This design comes from an exercise in tuning for small area and a short achievable clock period on the open sky130 flow, not from production work.
In this exercise RTL edits were held to simulation tests only and were not proved equivalent to the original.
Power and IR drop assume default switching activity.

build 86:
==> flow/design.v <==
module rc4_memory_bank #(
  parameter int                          S_DEPTH        = 256,
  parameter int                          MSG_DEPTH      = 32,
  parameter int                          DATA_W         = 8,
  parameter logic [MSG_DEPTH*DATA_W-1:0] ENC_INIT_IMAGE =
    256'hc9dc233605081f6271444b5eadb0878a99ecf3c6d5d82f3201141b6e7d40575a
) (
  input  logic              clk,
  input  logic              rst,
  input  logic [7:0]        s_address,
  input  logic [DATA_W-1:0] s_data,
  input  logic              s_wren,
  output logic [DATA_W-1:0] s_q,
  input  logic [7:0]        enc_address,
  output logic [DATA_W-1:0] enc_q,
  input  logic [7:0]        dec_address,
  input  logic [DATA_W-1:0] dec_data,
  input  logic              dec_wren,
  output logic [DATA_W-1:0] dec_q
);
  localparam int S_AW   = $clog2(S_DEPTH);
  localparam int MSG_AW = $clog2(MSG_DEPTH);
  logic [S_DEPTH-1:0] s_wsel, s_rsel_n;
  rc4mb_wdec #(.AW(S_AW)) u_s_wdec (
    .addr(s_address[S_AW-1:0]), .we(rst & s_wren), .sel(s_wsel)
  );
  rc4mb_rdec #(.AW(S_AW)) u_s_rdec (
    .addr(s_address[S_AW-1:0]), .sel_n(s_rsel_n)
  );
  logic [DATA_W-1:0] s_mem [S_DEPTH];
  logic [DATA_W-1:0] s_rd;
  always_ff @(posedge clk) begin
    for (int w = 0; w < S_DEPTH; w++)
      if (s_wsel[w]) s_mem[w] <= s_data;
  end
  logic [S_DEPTH*DATA_W-1:0] s_words;
  for (genvar w = 0; w < S_DEPTH; w++) begin : g_s_words
    assign s_words[w*DATA_W +: DATA_W] = s_mem[w];
  end
  localparam int S_NQ = (S_DEPTH >= 128) ? S_DEPTH / 128 : 1;
  logic [S_NQ*DATA_W-1:0] s_rd_n;
  rc4mb_rdmux #(.N(S_DEPTH), .W(DATA_W), .NQ(S_NQ)) u_s_rdmux (
    .sel_n(s_rsel_n), .words(s_words), .q_n(s_rd_n)
  );
  logic [DATA_W-1:0] s_part_q [S_NQ];
  always_ff @(posedge clk or negedge rst) begin
    if (!rst) begin
      s_part_q[0] <= '1;
      for (int i = 1; i < S_NQ; i++) s_part_q[i] <= '0;
    end else begin
      s_part_q[0] <= s_wren ? ~s_data : s_rd_n[0 +: DATA_W];
      for (int i = 1; i < S_NQ; i++)
        s_part_q[i] <= s_wren ? '0 : s_rd_n[i*DATA_W +: DATA_W];
    end
  end
  always_comb begin
    s_rd = '0;
    for (int i = 0; i < S_NQ; i++) s_rd = s_rd | s_part_q[i];
    s_q = ~s_rd;
  end
  logic [MSG_DEPTH-1:0] d_wsel, d_rsel_n;
  rc4mb_wdec #(.AW(MSG_AW)) u_d_wdec (
    .addr(dec_address[MSG_AW-1:0]), .we(rst & dec_wren), .sel(d_wsel)
  );
  rc4mb_rdec #(.AW(MSG_AW)) u_d_rdec (
    .addr(dec_address[MSG_AW-1:0]), .sel_n(d_rsel_n)
  );
  logic [DATA_W-1:0] dec_mem [MSG_DEPTH];
  logic [DATA_W-1:0] d_rd;
  always_ff @(posedge clk) begin
    for (int w = 0; w < MSG_DEPTH; w++)
      if (d_wsel[w]) dec_mem[w] <= dec_data;
  end
  logic [MSG_DEPTH*DATA_W-1:0] d_words;
  for (genvar w = 0; w < MSG_DEPTH; w++) begin : g_d_words
    assign d_words[w*DATA_W +: DATA_W] = dec_mem[w];
  end
  localparam int D_NQ = (MSG_DEPTH >= 128) ? MSG_DEPTH / 128 : 1;
  logic [D_NQ*DATA_W-1:0] d_rd_n;
  rc4mb_rdmux #(.N(MSG_DEPTH), .W(DATA_W), .NQ(D_NQ)) u_d_rdmux (
    .sel_n(d_rsel_n), .words(d_words), .q_n(d_rd_n)
  );
  always_comb begin
    d_rd = '0;
    for (int i = 0; i < D_NQ; i++) d_rd = d_rd | d_rd_n[i*DATA_W +: DATA_W];
    d_rd = ~d_rd;
  end
  always_ff @(posedge clk or negedge rst) begin
    if (!rst) dec_q <= '0;
    else      dec_q <= dec_wren ? dec_data : d_rd;
  end
  logic [MSG_DEPTH*DATA_W-1:0] enc_rom;
  assign enc_rom = ENC_INIT_IMAGE;
  always_ff @(posedge clk or negedge rst) begin
    if (!rst) enc_q <= '0;
    else      enc_q <= enc_rom[enc_address[MSG_AW-1:0]*DATA_W +: DATA_W];
  end
  logic unused_addr_bits;
  assign unused_addr_bits = ^{enc_address[7:MSG_AW], dec_address[7:MSG_AW]};
endmodule
module rc4mb_rdmux #(
  parameter int N  = 256,
  parameter int W  = 8,
  parameter int NQ = 2
) (
  input  logic [N-1:0]    sel_n,
  input  logic [N*W-1:0]  words,
  output logic [NQ*W-1:0] q_n
);
  localparam int N1 = N / 2;                  
  localparam int N2 = N1 / 2;                 
  localparam int N3 = N2 / 4;                 
  localparam int N4 = N3 / 2;                 
  localparam int N5 = N4 >= 4 ? N4 / 4 : 1;   
  logic [N1*W-1:0] t1_n;
  logic [N2*W-1:0] t2;
  logic [N3*W-1:0] t3_n;
  logic [N4*W-1:0] t4;
  logic [N5*W-1:0] t5_n;
  for (genvar g = 0; g < N1; g++) begin : g_t1
    for (genvar b = 0; b < W; b++) begin : g_b
      rc4mb_oai22 u_leaf (
        .a1(sel_n[2*g]),   .a2(words[(2*g)*W + b]),
        .b1(sel_n[2*g+1]), .b2(words[(2*g+1)*W + b]),
        .y(t1_n[g*W + b])
      );
    end
  end
  for (genvar g = 0; g < N2; g++) begin : g_t2
    rc4mb_nor #(.N(2), .W(W)) u_nor (.a(t1_n[2*g*W +: 2*W]), .y(t2[g*W +: W]));
  end
  for (genvar g = 0; g < N3; g++) begin : g_t3
    rc4mb_nand #(.N(4), .W(W)) u_nand (.a(t2[4*g*W +: 4*W]), .y(t3_n[g*W +: W]));
  end
  for (genvar g = 0; g < N4; g++) begin : g_t4
    rc4mb_nor #(.N(2), .W(W)) u_nor (.a(t3_n[2*g*W +: 2*W]), .y(t4[g*W +: W]));
  end
  if (N4 >= 4) begin : g_t5
    for (genvar g = 0; g < N5; g++) begin : g_g
      rc4mb_nand #(.N(4), .W(W)) u_nand (.a(t4[4*g*W +: 4*W]), .y(t5_n[g*W +: W]));
    end
  end else begin : g_t5
    always_comb begin
      t5_n = '1;
      for (int i = 0; i < N4; i++) t5_n = t5_n & t4[i*W +: W];
      t5_n = ~t5_n;
    end
  end
  assign q_n = t5_n;
endmodule
module rc4mb_oai22 (
  input  logic a1,
  input  logic a2,
  input  logic b1,
  input  logic b2,
  output logic y
);
  assign y = ~((a1 | a2) & (b1 | b2));
endmodule
module rc4mb_nand #(
  parameter int N = 4,
  parameter int W = 8
) (
  input  logic [N*W-1:0] a,
  output logic [W-1:0]   y
);
  always_comb begin
    y = '1;
    for (int i = 0; i < N; i++) y = y & a[i*W +: W];
    y = ~y;
  end
endmodule
module rc4mb_nor #(
  parameter int N = 4,
  parameter int W = 8
) (
  input  logic [N*W-1:0] a,
  output logic [W-1:0]   y
);
  always_comb begin
    y = '0;
    for (int i = 0; i < N; i++) y = y | a[i*W +: W];
    y = ~y;
  end
endmodule
module rc4mb_wdec #(
  parameter int AW = 8
) (
  input  logic [AW-1:0]      addr,
  input  logic               we,
  output logic [(1<<AW)-1:0] sel
);
  localparam int LW = AW / 2;
  localparam int HW = AW - LW;
  logic [(1<<LW)-1:0] lo_n;
  logic [(1<<HW)-1:0] hi_n;
  always_comb begin
    for (int l = 0; l < (1<<LW); l++) lo_n[l] = ~(we & (addr[LW-1:0] == l[LW-1:0]));
    for (int h = 0; h < (1<<HW); h++) hi_n[h] = ~(addr[AW-1:LW] == h[HW-1:0]);
  end
  for (genvar w = 0; w < (1<<AW); w++) begin : g_w
    rc4mb_nor #(.N(2), .W(1)) u_sel (.a({hi_n[w >> LW], lo_n[w % (1<<LW)]}), .y(sel[w]));
  end
endmodule
module rc4mb_rdec #(
  parameter int AW = 8
) (
  input  logic [AW-1:0]      addr,
  output logic [(1<<AW)-1:0] sel_n
);
  localparam int LW = AW / 2;
  localparam int HW = AW - LW;
  logic [(1<<LW)-1:0] lo;
  logic [(1<<HW)-1:0] hi;
  always_comb begin
    for (int l = 0; l < (1<<LW); l++) lo[l] = (addr[LW-1:0] == l[LW-1:0]);
    for (int h = 0; h < (1<<HW); h++) hi[h] = (addr[AW-1:LW] == h[HW-1:0]);
    for (int w = 0; w < (1<<AW); w++) sel_n[w] = ~(hi[w >> LW] & lo[w % (1<<LW)]);
  end
endmodule
clock: 6.0 ns
lec_check: 0
cap_margin: 20
core_margin: 2
core_utilization: 55
cts_cluster_diameter: 80
cts_cluster_size: 30
place_density: 0.65
setup_slack_margin: 3.45
slew_margin: 20
synth_hierarchical: 1
synth_minimum_keep_size: 0
run.sh (not shown) runs the stock make flow with config.mk's settings and CLKGATE_MAP_FILE= SYNTH_SCRIPT=/design/flow/synth_recipe.tcl, a recipe that flattens the netlist after the stock synthesis.
Build 86 finished end to end and its layout was clean on timing, DRC and antenna.
#### Input delta (build 60 over build 86)
Settings: PLACE_DENSITY: 0.65 -> unset; CORE_UTILIZATION: 55 -> 40.
Findings:
- Row HPWL after detailed placement: build 60 higher / build 86 lower
- Taking build 86 as the reference, in build 60 setup slack at placement dropped 0.026 ns, combined global-route utilization of all metal layers fell 7.5 points, met2 routed wirelength now larger.
- Looking at beginning of the critical path, the s_part_q[0][1]$_DFF_PN1_ result is from build 86; the s_part_q[1][5]$_DFF_PN0_ one comes from build 60.
- Relative to build 86, the total of cells resized after clock tree synthesis measured on build 60 has increased by more than 10%.
- Static power due to leakage across build 86 and build 60: no real change.
- Re final layout net count: build 60 is 61 down on build 86.
- The run showing the greater die area is build 60.
- When the final numbers for build 86 and build 60 were put side by side, the number of clock buffers inserted by TritonCTS turned out to be smaller in build 86.
- When build 60 is set beside build 86, its count of plain and timing-repair buffers in the layout turns out to be 64 smaller.
> inputs changed (build 60 -> build 75)
Settings: a change of SETUP_SLACK_MARGIN from 3.45 to 3.15.
[summary]
A critical path start-end classification of register to output port is what build 60 shows, while input pin to register belongs to build 75.
In the metrics for build 60 and build 75, the one carrying the higher wire length of the first global-routing pass is build 60.
Looking only at relative area change from synthesis to final layout, and setting everything else aside, the lower value of build 60 and build 75 goes to build 75.
Build 75 vs. build 60: number of input and output port buffers inserted closely matched the old numbers; upper clock frequency limit down 7.5%; hold slack rose by 0.16 ns; HPWL after detailed placement went up by about 0.64%; instance count on the critical path rose 4.
Clock slew at the register clock pins of the worst setup and hold paths: build 60 vs build 75 — no meaningful difference
Diff build 60 -> build 75: wire length on met2 moved up, part of the power in registers held.
diff inputs: build 75 => build 19
Settings: SETUP_SLACK_MARGIN now 3.6, was 3.15.
==> flow/flow/run.sh (new file) <==
#!/bin/bash
# Standard layout (the standard.sh) run stage by stage, with a setup
# repair margin per stage. Before CTS the clock is ideal, so the early
# repairs aim lower: with the propagated clock later the registers' clock
# latency gives the input paths back that time. Each stage's full output
# goes to its own log file in this folder.
set -euo pipefail
M_FLOOR=2.9
M_PLACE=2.9
M_CTS=3.6
M_ROUTE=3.6
bash standard.sh synth > synth.log 2>&1
bash standard.sh SETUP_SLACK_MARGIN=$M_FLOOR floorplan > floorplan.log 2>&1
bash standard.sh SETUP_SLACK_MARGIN=$M_PLACE place > place.log 2>&1
bash standard.sh SETUP_SLACK_MARGIN=$M_CTS cts > cts.log 2>&1
bash standard.sh SETUP_SLACK_MARGIN=$M_ROUTE finish > route_finish.log 2>&1
==> flow/standard.sh (new file) <==
#!/bin/bash
# synth_recipe.tcl (not shown) runs the flow's synth.tcl, then flattens the netlist and writes it again
# the make line also repeats each setting of config.mk as NAME=value (left out here)
make -C /OpenROAD-flow-scripts/flow DESIGN_CONFIG=/design/flow/config.mk WORK_HOME=/design/flow/orfs CLKGATE_MAP_FILE= SYNTH_SCRIPT=/design/flow/synth_recipe.tcl "${@:-finish}"
removed: flow/run.sh
Notes after the runs:
- Summary: with build 75 as the reference, via count in build 19 moved up by a few percent.
- Per the comparison of build 19 with build 75, number of hold-repair buffers added at the cts stage level, cell area moved up.
- Build 19 ended up with sky130_fd_sc_hd__and4b_4 as its cell at the slowest stage of the critical path; build 75 ended up with sky130_fd_sc_hd__nor2_1.
- Having completed the whole flow, build 19 delivered a layout that passed the timing, design-rule and antenna checks.
- On total power: between build 75 and build 19, it ends up lower for build 75.
- Diff build 75 -> build 19: global-route wire length before repair +17000 µm; critical path required time saw an increase; routed wire length picked up an extra about 4.6%; share of power burned in combinational logic higher; post-route non-filler standard cell count saw an increase.

static timing again, ports no longer ideal:
How much do the figures lean on ideal ports? The routed layouts below were timed once more, with nothing changed but the port constraints. Step 1 sets driving cells, clkbuf_16 on the clock port and buf_2 on the other inputs (assumed; they add their load-dependent delay and slew). Step 2, shift: input delay + t, output delay - t, t = (earliest + latest rising clock arrival at the registers) / 2. This alone moves slack from input paths to output paths. a / b / c = no drivers / after step 1 / after step 2; a / b = the first two.
run | t (ns) | slack for setup (ns) | worst register clock-pin slew, ns | worst data-port slew with drivers (ns)
build 86 | 0.853 | 3.157 / 3.076 / 2.432 | 0.12 / 0.12 | 0.13
build 60 | 0.869 | 3.249 / 3.161 / 2.378 | 0.11 / 0.11 | 0.28
build 75 | 0.850 | 3.025 / 2.972 / 2.122 | 0.12 / 0.12 | 0.13
build 19 | 0.860 | 3.226 / 3.153 / 2.339 | 0.11 / 0.11 | 0.20
After both steps every run listed still meets setup and hold. The setup slack of build 75, which loses most, moves by -0.053 ns with the drivers and by -0.903 ns with both steps.
